What follows belongs to an exercise in optimizing a design on an open flow for small area and a short achievable clock period; a production flow would make more cautious choices.
In this exercise RTL edits were held to simulation tests only and were not proved equivalent to the original.
Power figures rest on the tool's default switching activity, not on a simulated workload.

**flow/run.sh**
```bash
#!/bin/bash
# synth_recipe.tcl (not shown) runs the flow's synth.tcl, then flattens the netlist and writes it again
# the make line also repeats each setting of config.mk as NAME=value (left out here)
make -C /OpenROAD-flow-scripts/flow DESIGN_CONFIG=/design/flow/config.mk WORK_HOME=/design/flow/orfs CLKGATE_MAP_FILE= SYNTH_SCRIPT=/design/flow/synth_recipe.tcl finish
```
**flow/config.mk**
```make
export PLATFORM = sky130hd
export DESIGN_NAME = streaming_heap
export DESIGN_NICKNAME = streaming_heap
export VERILOG_FILES = /design/flow/design.v
export SDC_FILE = /design/flow/constraint.sdc
export NUM_CORES = 4
export LEC_CHECK = 0
export CAP_MARGIN = 20
export CORE_MARGIN = 2
export CORE_UTILIZATION = 55
export SETUP_SLACK_MARGIN = 3.0
export SLEW_MARGIN = 20
```
**flow/constraint.sdc**
```tcl
create_clock -name core_clock -period 6.0 [get_ports {clk}]
set_input_delay 1.2000 -clock core_clock [delete_from_list [all_inputs] [get_ports {clk}]]
set_output_delay 1.2000 -clock core_clock [all_outputs]
set_load 0.01 [all_outputs]
```
**flow/design.v**
```verilog
package heap_pkg;
	localparam int DATA_W = 16;
	typedef logic [DATA_W-1:0] data_t;
endpackage
`timescale 1ns/1ps
module streaming_heap (
	input  logic            clk,
	input  logic            rst,
	input  logic            fs,
	input  logic            rec_en,
	input  heap_pkg::data_t data_in,
	output heap_pkg::data_t data_out,
	output logic            out_valid,
	output logic            ready
);
	localparam int DW = heap_pkg::DATA_W;
	localparam int BW = DW / 2;
	function automatic lt;
		input [DW-1:0] a;
		input [DW-1:0] b;
		reg [DW-1:0] l;
		reg [DW-1:0] g;
		reg t;
		integer i;
		integer w;
		begin
			l = ~a & b;
			g = ~a | b;
			for (w = 1; w < DW; w = w * 2)
				for (i = 0; i < DW; i = i + 2 * w)
				begin
					t = l[i+2*w-1];
					l[i+2*w-1] = t | (g[i+2*w-1] & l[i+w-1]);
					g[i+2*w-1] = t | (g[i+2*w-1] & g[i+w-1]);
				end
			lt = l[DW-1];
		end
	endfunction
	logic          fs_s;
	logic          fs_d;
	logic [DW-1:0] din_q;
	logic          rec_q;
	logic          clr;
	logic [5:0]    ccnt;
	logic          accept;
	logic          ph;
	logic          pol;
	always_ff @(posedge clk)
	begin
		din_q <= data_in;
		rec_q <= rec_en;
		if (rst)
		begin
			fs_s <= 1'b0;
			fs_d <= 1'b0;
			ph <= 1'b0;
			pol <= 1'b0;
		end
		else
		begin
			fs_s <= fs;
			fs_d <= fs_s;
			ph <= ~ph;
			pol <= pol ^ ph;
		end
	end
	always_ff @(posedge clk)
	begin
		if (rst)
		begin
			clr <= 1'b1;
			ccnt <= '0;
			ready <= 1'b0;
		end
		else if (clr)
		begin
			ccnt <= ccnt + 1'b1;
			if (&ccnt)
			begin
				clr <= 1'b0;
				ready <= 1'b1;
			end
		end
	end
	assign accept = fs_s & ~fs_d & ready;
	logic [7:0]           sv;      
	logic [7:0][6:0]      sp;      
	logic [7:0][DW-1:0]   ss;      
	logic [7:0][DW-1:0]   sc0;     
	logic [7:0][DW-1:0]   sc1;     
	logic [7:0]           wbv;
	logic [7:0][6:0]      wba;
	logic [7:0][DW-1:0]   wbd;
	logic [248*BW-1:0]    ytap;
	logic [DW-1:0]   root;
	logic [2*DW-1:0] h1;
	logic [4*DW-1:0] h2;
	logic          in_less;
	logic          ins_pend;
	logic          go0;
	logic          r_gr;
	logic          r_wins;
	logic [DW-1:0] r_min;
	logic          r_vb;
	logic          r_grq;
	assign in_less = lt(din_q, root);
	assign go0 = ins_pend & ~ph;
	always_ff @(posedge clk)
	begin
		if (rst)
		begin
			out_valid <= 1'b0;
			ins_pend <= 1'b0;
		end
		else
		begin
			out_valid <= accept;
			if (accept)
				ins_pend <= rec_q & ~in_less;
			else if (go0)
				ins_pend <= 1'b0;
		end
		data_out <= in_less ? din_q : root;
	end
	assign r_gr = lt(h1[DW +: DW], h1[0 +: DW]);
	assign r_min = r_gr ? h1[DW +: DW] : h1[0 +: DW];
	assign r_wins = r_gr ? lt(h1[DW +: DW], din_q) : lt(h1[0 +: DW], din_q);
	always_ff @(posedge clk)
	begin
		if (clr)
			root <= '0;
		else if (go0)
			root <= r_wins ? r_min : din_q;
	end
	always_ff @(posedge clk)
	begin
		if (rst)
			r_vb <= 1'b0;
		else
			r_vb <= go0 & r_wins;
		r_grq <= r_gr;
	end
	always_ff @(posedge clk)
	begin
		if (rst)
			sv[1] <= 1'b0;
		else
			sv[1] <= r_vb;
		if (r_vb)
		begin
			sp[1] <= 7'(r_grq);
			ss[1] <= din_q;
			sc0[1] <= r_grq ? h2[2*DW +: DW] : h2[0 +: DW];
			sc1[1] <= r_grq ? h2[3*DW +: DW] : h2[DW +: DW];
		end
	end
	for (genvar k = 1; k <= 6; k++)
	begin : g_st
		logic          gr;
		logic          wins;
		logic [DW-1:0] nv;
		logic          grq;
		logic          vb;
		assign gr = lt(sc1[k], sc0[k]);
		assign wins = gr ? lt(sc1[k], ss[k]) : lt(sc0[k], ss[k]);
		assign nv = wins ? (gr ? sc1[k] : sc0[k]) : ss[k];
		always_ff @(posedge clk)
		begin
			if (rst)
				vb <= 1'b0;
			else
				vb <= sv[k] & wins;
			grq <= gr;
		end
		if (k == 1) begin : g_w1
			always_ff @(posedge clk)
			begin
				for (int i = 0; i < 2; i++)
					if (clr || (sv[1] && sp[1][0] == 1'(i)))
						h1[i*DW +: DW] <= clr ? '0 : nv;
			end
		end
		else if (k == 2) begin : g_w2
			always_ff @(posedge clk)
			begin
				for (int i = 0; i < 4; i++)
					if (clr || (sv[2] && sp[2][1:0] == 2'(i)))
						h2[i*DW +: DW] <= clr ? '0 : nv;
			end
		end
		else begin : g_wb
			always_ff @(posedge clk)
			begin
				if (rst)
					wbv[k] <= 1'b0;
				else if (sv[k])
					wbv[k] <= 1'b1;
				if (sv[k])
				begin
					wba[k] <= sp[k];
					wbd[k] <= nv;
				end
			end
		end
		if (k == 6) begin : g_leaf
			always_ff @(posedge clk)
			begin
				if (rst)
					wbv[7] <= 1'b0;
				else if (sv[6] & wins)
					wbv[7] <= 1'b1;
				if (sv[6] & wins)
				begin
					wba[7] <= 7'({sp[6][5:0], gr});
					wbd[7] <= ss[6];
				end
			end
		end
		else begin : g_gc
			localparam int N = 1 << k;
			localparam int GL = k + 2;
			localparam int OFS = ((1 << GL) - 8) * BW;
			logic [4*BW-1:0] tap;
			logic [BW-1:0]   gh0;
			logic [BW-1:0]   gh1;
			logic [BW-1:0]   lo0;
			logic [BW-1:0]   lo1;
			logic [DW-1:0]   n0;
			logic [DW-1:0]   n1;
			logic [6:0]      a0;
			logic [6:0]      a1;
			always_comb
			begin
				tap = '0;
				for (int i = 0; i < N; i++)
					if (sp[k][k-1:0] == (k)'(i))
						tap = tap | ytap[OFS + 4*i*BW +: 4*BW];
			end
			always_ff @(posedge clk)
			begin
				gh0 <= (gr ? tap[2*BW +: BW] : tap[0 +: BW]) ^ {BW{pol}};
				gh1 <= (gr ? tap[3*BW +: BW] : tap[BW +: BW]) ^ {BW{pol}};
			end
			assign lo0 = (grq ? tap[2*BW +: BW] : tap[0 +: BW]) ^ {BW{pol}};
			assign lo1 = (grq ? tap[3*BW +: BW] : tap[BW +: BW]) ^ {BW{pol}};
			assign a0 = 7'({sp[k][k-1:0], grq, 1'b0});
			assign a1 = 7'({sp[k][k-1:0], grq, 1'b1});
			assign n0 = (wbv[GL] && wba[GL] == a0) ? wbd[GL] : {gh0, lo0};
			assign n1 = (wbv[GL] && wba[GL] == a1) ? wbd[GL] : {gh1, lo1};
			always_ff @(posedge clk)
			begin
				if (rst)
					sv[k+1] <= 1'b0;
				else
					sv[k+1] <= vb;
				sc0[k+1] <= n0;
				sc1[k+1] <= n1;
				if (vb)
				begin
					sp[k+1] <= 7'({sp[k][k-1:0], grq});
					ss[k+1] <= ss[k];
				end
			end
		end
	end
	for (genvar k = 3; k <= 7; k++)
	begin : g_mem
		localparam int N = 1 << k;
		localparam int OFS = (N - 8) * BW;
		logic [BW-1:0] wbyte;
		logic [N*BW-1:0] x;
		logic [N*BW-1:0] y;
		assign wbyte = (clr ? '0 : (ph ? wbd[k][0 +: BW] : wbd[k][BW +: BW])) ^ {BW{~pol}};
		always_ff @(posedge clk)
		begin
			for (int i = 0; i < N; i++)
			begin
				if (clr || (wbv[k] && wba[k][k-1:0] == (k)'(i)))
					x[i*BW +: BW] <= wbyte;
				else
					x[i*BW +: BW] <= ~y[i*BW +: BW];
			end
			y <= x;
		end
		assign ytap[OFS +: N*BW] = y;
	end
endmodule
```
==> results of run 1 <==
==> sequential cells by signal, summed over array words and instances, names as in the netlist, 5 cells and up <==
name           cells
g_mem.x         1984
g_st.g_gc.a0      15
h1                32
g_st.grq           5
sp                 6
ss                96
g_st.g_gc.gh1     40
wbv                5
wba               25
root              16
wbd               80
sc0               96
ccnt               6
g_mem.y         1984
data_out          16
h2                64
g_st.g_gc.gh0     40
sv                 6
sc1               96
din_q             16
g_st.vb            5
==> worst reg2reg max path, delay by kind of cell (launching register included) <==
kind,cells,cell delay (ns)
AND/OR/NAND/NOR,2,1.51
flip-flops,1,0.60
AO/OA/AOI/OAI,1,0.39
buffers and inverters,1,0.31
multiplexers,1,0.14
==> cell families after synthesis <==
kind of cell	after synthesis	synth area share, %
buffers and inverters	877	2.28
adders and majority gates	153	1.05
AOI/OAI and AO/OA	1847	8.88
and+or+nand+nor	1208	4.02
DFF	4644	65.7
xor gates and xnor gates	225	1.34
muxes	2349	16.7
==> cells in the final DEF (no fill, tap or decap), types with 87 or more instances in the layout <==
cell	instances
a21oi_2	111
nand4_1	116
maj3_1	120
a22o_1	87
xnor2_1	90
mux2i_1	2118
a21oi_1	282
clkbuf_16	463
mux2_2	156
clkinv_2	89
xor2_1	108
edfxtp_1	350
nand3_1	110
buf_4	489
clkbuf_8	89
nor2_1	271
a221oi_1	89
dfxtp_1	4267
clkbuf_1	87
a22oi_1	734
inv_1	249
nand2_1	241
==> metrics by stage <==
step           setup WS, ns  cell area [um2]
2_1_floorplan          2.90           147000
3_3_place_gp           1.39           153000
3_5_place_dp           1.42           153000
4_1_cts                2.91           172000
5_1_grt                2.87           175000
6_report               2.89           175000
==> layout make-up <==
| class | count | area [um2] |
|---|---|---|
| fillers | 19700 | 90800 |
| clock buffers | 636 | 13000 |
| clock inverters | 190 | 2560 |
| multi-input cells | 5814 | 50600 |
| flip-flops and latches | 4644 | 96500 |
| inverters | 263 | 997 |
| repair buffers | 664 | 6420 |
| well taps | 3533 | 4420 |
| diodes | 7 | 17.5 |
==> layer usage <==
| metal | up-vias | share of wire, % | GRT usage [%] |
|---|---|---|---|
| met5 | - | 0.0022 | 0 |
| met1 | 47200 | 44 | 45.2 |
| met3 | 946 | 6.4 | 4.27 |
| li1 | 42000 | - | - |
| met2 | 3488 | 45 | 50.3 |
| met4 | 2 | 4.2 | 12.2 |
==> power groups by stage <==
stage / sequential, W / combinational (W) / clock (W)
floorplan: 0.0370 / 0.00566 / 0
global placement: 0.0381 / 0.00735 / 0
detailed placement: 0.0382 / 0.00746 / 0
CTS: 0.0376 / 0.00862 / 0.0298
global route: 0.0380 / 0.0101 / 0.0310
finish: 0.0377 / 0.00951 / 0.0295
==> what timing repair did <==
action | CTS | global route
pin swaps | 87 | 131
buffers inserted | 179 | 118
endpoints found under the setup margin | 1028 | 462
gates cloned | 27 | 12
gates resized for setup | 281 | 286
==> worst paths after layout <==
| check | from | endpoint | depth (start not counted) |
|---|---|---|---|
| max | wbv[7]$_SDFFE_PP0P_ | g_mem[7].x[464]$_DFF_P_ | 5 |
| min | g_mem[7].x[467]$_DFF_P_ | g_mem[7].y[467]$_DFF_P_ | 0 |
| max reg2reg | wbv[7]$_SDFFE_PP0P_ | g_mem[7].x[464]$_DFF_P_ | 5 |
| min reg2reg | g_mem[7].x[467]$_DFF_P_ | g_mem[7].y[467]$_DFF_P_ | 0 |
==> results.sh, run 1 <==
export IMPL_finalWirelength_mm=449
export IMPL_worstHoldPathType="reg2reg"
export IMPL_rsz0062_at_grt="yes"
export IMPL_layout_min_cycle_time_ns=3.11
export IMPL_combPwrFrac_pct=12.4
export IMPL_grt_pass1_vias=93800
export IMPL_clkLatencyLatePin_ns=0.98
export IMPL_dp_cells=14600
export IMPL_reg2reg_slack_ns=2.89
export IMPL_dp_hpwl_mm=281
export IMPL_p_sw_share_pct=25.8
export IMPL_ys_top_cells_by_count="4294 x dfxtp_1, 2127 x mux2i_1, 778 x a22oi_1"
export IMPL_status="finished clean"
export IMPL_synth_edf_count=350
export IMPL_critPathBufInv=1
export IMPL_netlist_area_leader_share_pct=58.6
export IMPL_core_mm2=0.265
export IMPL_synthDistinctLibCells=91
export IMPL_area_growth_pct=18.9
export IMPL_grt_pass1_wl_mm=649
export IMPL_synth_top_area_cell="dfxtp_1"
export IMPL_pwr_share_clk_pct=38.5
export IMPL_h_tree_depth=5
export IMPL_nets=11900
export IMPL_drtIter0Drc=8576
export IMPL_cp_arrival_ns=3.92
export IMPL_post_route_period_util_pct=51.9
export IMPL_grt_usage_pct=32.1
export IMPL_fin_setup_tns_ns=0
export IMPL_slew_headroom_pct=16.4
export IMPL_syn_area_per_cell_um2=13.0
export IMPL_max_stage_delay_ns=0.89
export IMPL_crit_path_cell_trace="nand3b_1 -> nor2_1 -> a21oi_1 -> buf_4 -> mux2i_1"
export IMPL_finalHoldViolCount=0
export IMPL_vias_per_cell=5.94
export IMPL_synthCells=11300
export IMPL_endpoint_kind="register"
export IMPL_setup_viol=0
export IMPL_drt_wirelength_per_cell_um=28.5
export IMPL_synth_nets=11300
export IMPL_cts_sinks=4644
export IMPL_finalNonFillerCells=15800
export IMPL_whs_ns=0.289
export IMPL_cts_max_path_buffers=4
export IMPL_first_pass_iters=10
export IMPL_max_freq_mhz=321
export IMPL_cts_clk_slew_worst_paths_ns=0.07
export IMPL_yosys_warnings=1
export IMPL_synthFlopType="dfxtp_1"
export IMPL_port_buffers=37
export IMPL_antenna_found_initial=17
export IMPL_cts_tree="done"
export IMPL_cts_buffers=443
export IMPL_slowest_stage="nor2_1"
export IMPL_yosysMostFrequentCell="dfxtp_1"
export IMPL_p_seq_share_pct=49.1
export IMPL_crit_type="reg2reg"
export IMPL_worst_pin_slew_ns=1.25
export IMPL_place_congestion=0.918
export IMPL_seq_area_frac_synth_pct=65.7
export IMPL_start_kind="register"
export IMPL_synthArstFlopShare_pct=0
export IMPL_cp_top_family="simple AND/OR/NAND/NOR gates"
export IMPL_drc_errors=0
export IMPL_antenna_left=0
export IMPL_drv_slew=0
export IMPL_syn_area_mm2=0.147
export IMPL_fp_row_count=189
export IMPL_switching_power_w=0.0198
export IMPL_holdBufCountCts=0
export IMPL_ir_drop_v=0.000368
export IMPL_post_route_cells_drive_above_1_share_pct=17.8
export IMPL_dieArea_mm2=0.271
export IMPL_start_util_pct=55.3
export IMPL_die_h_um=521
export IMPL_ys_ff_latch=4644
export IMPL_p_int_w=0.0569
export IMPL_power_w=0.0767
export IMPL_die_w_um=521
export IMPL_drv_cap=0
export IMPL_cts_root_buffer="clkbuf_16"
export IMPL_utilization_pct=65.8
export IMPL_required_ns=6.81
export IMPL_grt_max_degree=132
export IMPL_dr_total_vias=93600
export IMPL_p_per_area_mw_per_mm2=439
export IMPL_io_pins=38
export IMPL_worst_path_max_fanout=7
export IMPL_p_leak_nw=64.2
export IMPL_fin_skew_ns=0.0392
export IMPL_grt_remaining_overflow=0
export IMPL_synth_area_leaders="dfxtp_1 59%, mux2i_1 15%, edfxtp_1 7.2%"
==> inputs of run 2 (changes only) <==
--- a/flow/design.v
+++ b/flow/design.v
@@ -43,8 +43,13 @@
 	logic          clr;
 	logic [5:0]    ccnt;
 	logic          accept;
+	logic [2:0]    cnt;
 	logic          ph;
+	logic          sw;
 	logic          pol;
+	logic          pol1;
+	logic          pol2;
+	logic          pol3;
 	always_ff @(posedge clk)
 	begin
 		din_q <= data_in;
@@ -53,15 +58,13 @@
 		begin
 			fs_s <= 1'b0;
 			fs_d <= 1'b0;
-			ph <= 1'b0;
-			pol <= 1'b0;
+			cnt <= '0;
 		end
 		else
 		begin
 			fs_s <= fs;
 			fs_d <= fs_s;
-			ph <= ~ph;
-			pol <= pol ^ ph;
+			cnt <= cnt + 1'b1;
 		end
 	end
 	always_ff @(posedge clk)
@@ -83,6 +86,15 @@
 		end
 	end
 	assign accept = fs_s & ~fs_d & ready;
+	assign ph = cnt[0];
+	assign sw = cnt[1];
+	assign pol = cnt[2];
+	always_ff @(posedge clk)
+	begin
+		pol1 <= pol;
+		pol2 <= pol1;
+		pol3 <= pol2;
+	end
 	logic [7:0]           sv;      
 	logic [7:0][6:0]      sp;      
 	logic [7:0][DW-1:0]   ss;      
@@ -225,6 +237,8 @@
 			logic [BW-1:0]   gh1;
 			logic [BW-1:0]   lo0;
 			logic [BW-1:0]   lo1;
+			logic [DW-1:0]   m0;
+			logic [DW-1:0]   m1;
 			logic [DW-1:0]   n0;
 			logic [DW-1:0]   n1;
 			logic [6:0]      a0;
@@ -238,15 +252,19 @@
 			end
 			always_ff @(posedge clk)
 			begin
-				gh0 <= (gr ? tap[2*BW +: BW] : tap[0 +: BW]) ^ {BW{pol}};
-				gh1 <= (gr ? tap[3*BW +: BW] : tap[BW +: BW]) ^ {BW{pol}};
+				gh0 <= (gr ? tap[2*BW +: BW] : tap[0 +: BW]) ^ {{4{pol1}}, {4{pol3}}};
+				gh1 <= (gr ? tap[3*BW +: BW] : tap[BW +: BW]) ^ {{4{pol1}}, {4{pol3}}};
 			end
-			assign lo0 = (grq ? tap[2*BW +: BW] : tap[0 +: BW]) ^ {BW{pol}};
-			assign lo1 = (grq ? tap[3*BW +: BW] : tap[BW +: BW]) ^ {BW{pol}};
+			assign lo0 = (grq ? tap[2*BW +: BW] : tap[0 +: BW]) ^ {{4{pol1}}, {4{pol3}}};
+			assign lo1 = (grq ? tap[3*BW +: BW] : tap[BW +: BW]) ^ {{4{pol1}}, {4{pol3}}};
+			assign m0 = sw ? {lo0[3:0], gh0[7:4], lo0[7:4], gh0[3:0]}
+			               : {lo0[7:4], gh0[3:0], lo0[3:0], gh0[7:4]};
+			assign m1 = sw ? {lo1[3:0], gh1[7:4], lo1[7:4], gh1[3:0]}
+			               : {lo1[7:4], gh1[3:0], lo1[3:0], gh1[7:4]};
 			assign a0 = 7'({sp[k][k-1:0], grq, 1'b0});
 			assign a1 = 7'({sp[k][k-1:0], grq, 1'b1});
-			assign n0 = (wbv[GL] && wba[GL] == a0) ? wbd[GL] : {gh0, lo0};
-			assign n1 = (wbv[GL] && wba[GL] == a1) ? wbd[GL] : {gh1, lo1};
+			assign n0 = (wbv[GL] && wba[GL] == a0) ? wbd[GL] : m0;
+			assign n1 = (wbv[GL] && wba[GL] == a1) ? wbd[GL] : m1;
 			always_ff @(posedge clk)
 			begin
 				if (rst)
@@ -267,21 +285,39 @@
 	begin : g_mem
 		localparam int N = 1 << k;
 		localparam int OFS = (N - 8) * BW;
-		logic [BW-1:0] wbyte;
-		logic [N*BW-1:0] x;
-		logic [N*BW-1:0] y;
-		assign wbyte = (clr ? '0 : (ph ? wbd[k][0 +: BW] : wbd[k][BW +: BW])) ^ {BW{~pol}};
+		logic [3:0]     wnib;
+		logic [N*4-1:0] w0;
+		logic [N*4-1:0] w1;
+		logic [N*4-1:0] w2;
+		logic [N*4-1:0] w3;
+		always_comb
+		begin
+			case (cnt[1:0])
+				2'd0: wnib = wbd[k][15:12];
+				2'd1: wnib = wbd[k][11:8];
+				2'd2: wnib = wbd[k][7:4];
+				default: wnib = wbd[k][3:0];
+			endcase
+			if (clr)
+				wnib = '0;
+			wnib = wnib ^ {4{pol}};
+		end
 		always_ff @(posedge clk)
 		begin
 			for (int i = 0; i < N; i++)
 			begin
 				if (clr || (wbv[k] && wba[k][k-1:0] == (k)'(i)))
-					x[i*BW +: BW] <= wbyte;
+					w0[i*4 +: 4] <= wnib;
 				else
-					x[i*BW +: BW] <= ~y[i*BW +: BW];
+					w0[i*4 +: 4] <= ~w3[i*4 +: 4];
 			end
-			y <= x;
+			w1 <= w0;
+			w2 <= w1;
+			w3 <= w2;
+		end
+		for (genvar i = 0; i < N; i++)
+		begin : g_tap
+			assign ytap[OFS + i*BW +: BW] = {w0[i*4 +: 4], w2[i*4 +: 4]};
 		end
-		assign ytap[OFS +: N*BW] = y;
 	end
 endmodule
--- a/flow/config.mk
+++ b/flow/config.mk
@@ -8,5 +8,7 @@
 export CAP_MARGIN = 20
 export CORE_MARGIN = 2
 export CORE_UTILIZATION = 55
+export CTS_CLUSTER_DIAMETER = 90
+export CTS_CLUSTER_SIZE = 27
 export SETUP_SLACK_MARGIN = 3.0
 export SLEW_MARGIN = 20
==> results.sh, run 2 <==
export IMPL_port_buffers=37
export IMPL_final_cell_mix="4256 x dfxtp_1, 1241 x mux2i_1, 701 x a22oi_1, 406 x a21oi_1, 401 x nand2_1"
export IMPL_syn_area_per_cell_um2=13.1
export IMPL_dieArea_mm2=0.253
export IMPL_synth_edf_count=350
export IMPL_ir_drop_v=0.000343
export IMPL_syn_area_mm2=0.137
export IMPL_cts_clk_slew_worst_paths_ns=0.11
export IMPL_layout_commonest_cell="dfxtp_1"
export IMPL_fin_setup_tns_ns=0
export IMPL_setup_viol=0
export IMPL_drt_wirelength_per_cell_um=29.3
export IMPL_antenna_found_initial=23
export IMPL_path_common_cell="maj3_2"
export IMPL_cts_buffers=195
export IMPL_h_tree_depth=4
export IMPL_synthArstFlopShare_pct=0
export IMPL_grt_max_degree=127
export IMPL_seq_area_frac_synth_pct=70.5
export IMPL_p_int_w=0.0437
export IMPL_drtIter0Drc=9158
export IMPL_cts_tree="done"
export IMPL_synthFlopType="dfxtp_1"
export IMPL_grt_pass1_vias=82400
export IMPL_yosys_warnings=1
export IMPL_crit_path_cell_trace="buf_6 -> nor2b_4 -> maj3_2 -> maj3_2 -> maj3_2 -> maj3_2 -> maj3_2 -> a211oi_4 -> a22oi_2 -> o21ai_4 -> buf_6 -> buf_6 -> mux2i_4"
export IMPL_drv_slew=0
export IMPL_max_stage_delay_ns=0.44
export IMPL_dr_total_vias=84200
export IMPL_core_mm2=0.248
export IMPL_p_seq_share_pct=59.1
export IMPL_synthDistinctLibCells=86
export IMPL_post_route_period_util_pct=58.8
export IMPL_vias_per_cell=5.94
export IMPL_synth_nets=10400
export IMPL_rsz0062_at_grt="yes"
export IMPL_drc_errors=0
export IMPL_slew_headroom_pct=16.2
export IMPL_antenna_left=0
export IMPL_max_freq_mhz=284
export IMPL_cts_sinks=4648
export IMPL_layout_min_cycle_time_ns=3.53
export IMPL_status="finished clean"
export IMPL_post_route_cells_drive_above_1_share_pct=16.0
export IMPL_die_h_um=503
export IMPL_synth_area_leaders="dfxtp_1 63%, mux2i_1 9.5%, edfxtp_1 7.7%"
export IMPL_nets=10800
export IMPL_combPwrFrac_pct=14.4
export IMPL_clkLatencyLatePin_ns=0.91
export IMPL_finalWirelength_mm=416
export IMPL_yosysMostFrequentCell="dfxtp_1"
export IMPL_p_per_area_mw_per_mm2=375
export IMPL_fin_skew_ns=0.0681
export IMPL_ys_ff_latch=4648
export IMPL_netlist_area_leader_share_pct=62.8
export IMPL_synthCells=10400
export IMPL_grt_pass1_wl_mm=587
export IMPL_pre_cts_slack_ns=1.65
export IMPL_io_pins=38
export IMPL_dp_cells=13400
export IMPL_pwr_share_clk_pct=26.4
export IMPL_p_sw_share_pct=25.9
export IMPL_p_leak_nw=59.4
export IMPL_worst_path_max_fanout=4
export IMPL_start_util_pct=55.2
export IMPL_synth_top_area_cell="dfxtp_1"
export IMPL_cp_arrival_ns=4.24
export IMPL_endpoint_kind="register"
export IMPL_setup_ws_ns=2.47
export IMPL_switching_power_w=0.0152
export IMPL_grt_usage_pct=31.8
export IMPL_worst_pin_slew_ns=1.24
export IMPL_nFillCells=18800
export IMPL_critPathBufInv=3
export IMPL_finalNonFillerCells=14200
export IMPL_area_growth_pct=14.8
export IMPL_drv_cap=0
export IMPL_start_kind="register"
export IMPL_grt_remaining_overflow=0
export IMPL_cts_max_path_buffers=3
export IMPL_cts_root_buffer="clkbuf_16"
export IMPL_worstHoldPathType="reg2reg"
export IMPL_dp_hpwl_mm=262
export IMPL_finalHoldViolCount=0
export IMPL_slowest_stage="edfxtp_1"
export IMPL_cp_top_family="adder cells"
export IMPL_required_ns=6.71
export IMPL_crit_type="reg2reg"
export IMPL_holdBufCountCts=0
export IMPL_ys_top_cells_by_count="4298 x dfxtp_1, 1304 x mux2i_1, 786 x a22oi_1"
export IMPL_die_w_um=503
export IMPL_place_congestion=0.906
export IMPL_first_pass_iters=9
export IMPL_fp_row_count=183
==> run 2: path summary, 6_finish.rpt <==
check	start	end	slack, ns	cells past startpoint
worst max register to register	ss[96]$_DFFE_PP_	wbd[111]$_DFFE_PP_	2.47	13
worst min-delay path	g_mem[7].w1[429]$_DFF_P_	g_mem[7].w2[429]$_DFF_P_	0.31	0
worst min register to register	g_mem[7].w1[429]$_DFF_P_	g_mem[7].w2[429]$_DFF_P_	0.31	0
worst max-delay path	ss[96]$_DFFE_PP_	wbd[111]$_DFFE_PP_	2.47	13
==> run 2: power groups by stage <==
stage	registers, W	clock network (W)	logic [W]
2_1_floorplan	0.0348	0	0.00362
3_3_place_gp	0.0354	0	0.00496
3_5_place_dp	0.0354	0	0.00500
4_1_cts	0.0348	0.0158	0.00705
5_1_grt	0.0350	0.0169	0.00889
6_report	0.0348	0.0156	0.00850
==> run 2: timing repair <==
action / 4_1_cts / 5_1_grt
gates resized for setup: 667 / 442
gates cloned: 40 / 15
endpoints found under the setup margin: 1312 / 770
pin swaps: 200 / 213
setup buffers: 302 / 133
==> run 2: through the flow <==
stage          utilization (%)  total power (W)  area (um2)  hold slack, ns
3_3_place_gp              57.1           0.0404      142000           0.310
4_1_cts                   62.0           0.0576      154000           0.305
2_1_floorplan                -           0.0384      137000           0.310
6_report                  63.3           0.0589      157000           0.306
5_1_grt                   63.3           0.0608      157000           0.318
3_5_place_dp              57.1           0.0404      142000           0.312
==> run 2: layout make-up <==
class / count / area (um2) / share of cell area (%)
Clock buffer: 217 / 5020 / 3.20
Antenna cell: 7 / 17.5 / 0.0111
Clock inverter: 29 / 449 / 0.286
Sequential cell: 4648 / 96600 / 61.5
Tap cell: 3330 / 4170 / 2.65
Timing Repair Buffer: 671 / 7700 / 4.90
Multi-Input combinational cell: 5041 / 42300 / 26.9
Inverter: 237 / 911 / 0.579
==> run 2: per-layer routing <==
metal / GRT usage (%) / vias up / share of wire, %
li1: - / 37600 / -
met1: 46.6 / 42300 / 45
met2: 48.4 / 3451 / 44
met3: 5.22 / 791 / 8.2
met4: 9.64 / 20 / 3.6
met5: 0 / - / 0.038
==> run 2: cells by family (layout without fill, tap and decap cells) <==
kind of cell | after synthesis | count (layout) | synth area share (%)
other | 0 | 7 | 0
muxes | 1432 | 1433 | 10.9
DFF | 4648 | 4648 | 70.5
xor gates and xnor gates | 205 | 205 | 1.31
buffers and inverters | 751 | 1154 | 2.10
adders and majority gates | 171 | 171 | 1.27
and+or+nand+nor | 1357 | 1375 | 4.70
AOI/OAI and AO/OA | 1854 | 1857 | 9.25

afterwards: timing with drivers on the ports:
How much do the figures lean on ideal ports? The routed layouts below were timed once more, with nothing changed but the port constraints. Step 1 assumes that a clkbuf_16 drives the clock port and a buf_2 every other input. Step 2, shift: input delay + t, output delay - t, t = (earliest + latest rising clock arrival at the registers) / 2. This alone moves slack from input paths to output paths. a / b / c = ideal ports / drivers / drivers and shift; a / b = the first two.
run | t (ns) | slack for setup (ns) | worst hold slack (ns)
run 1 | 1.059 | 2.887 / 2.887 / 2.887 | 0.289 / 0.289 / 0.289
run 2 | 0.962 | 2.475 / 2.475 / 2.475 | 0.306 / 0.306 / 0.306
After both steps every run listed still meets setup and hold.
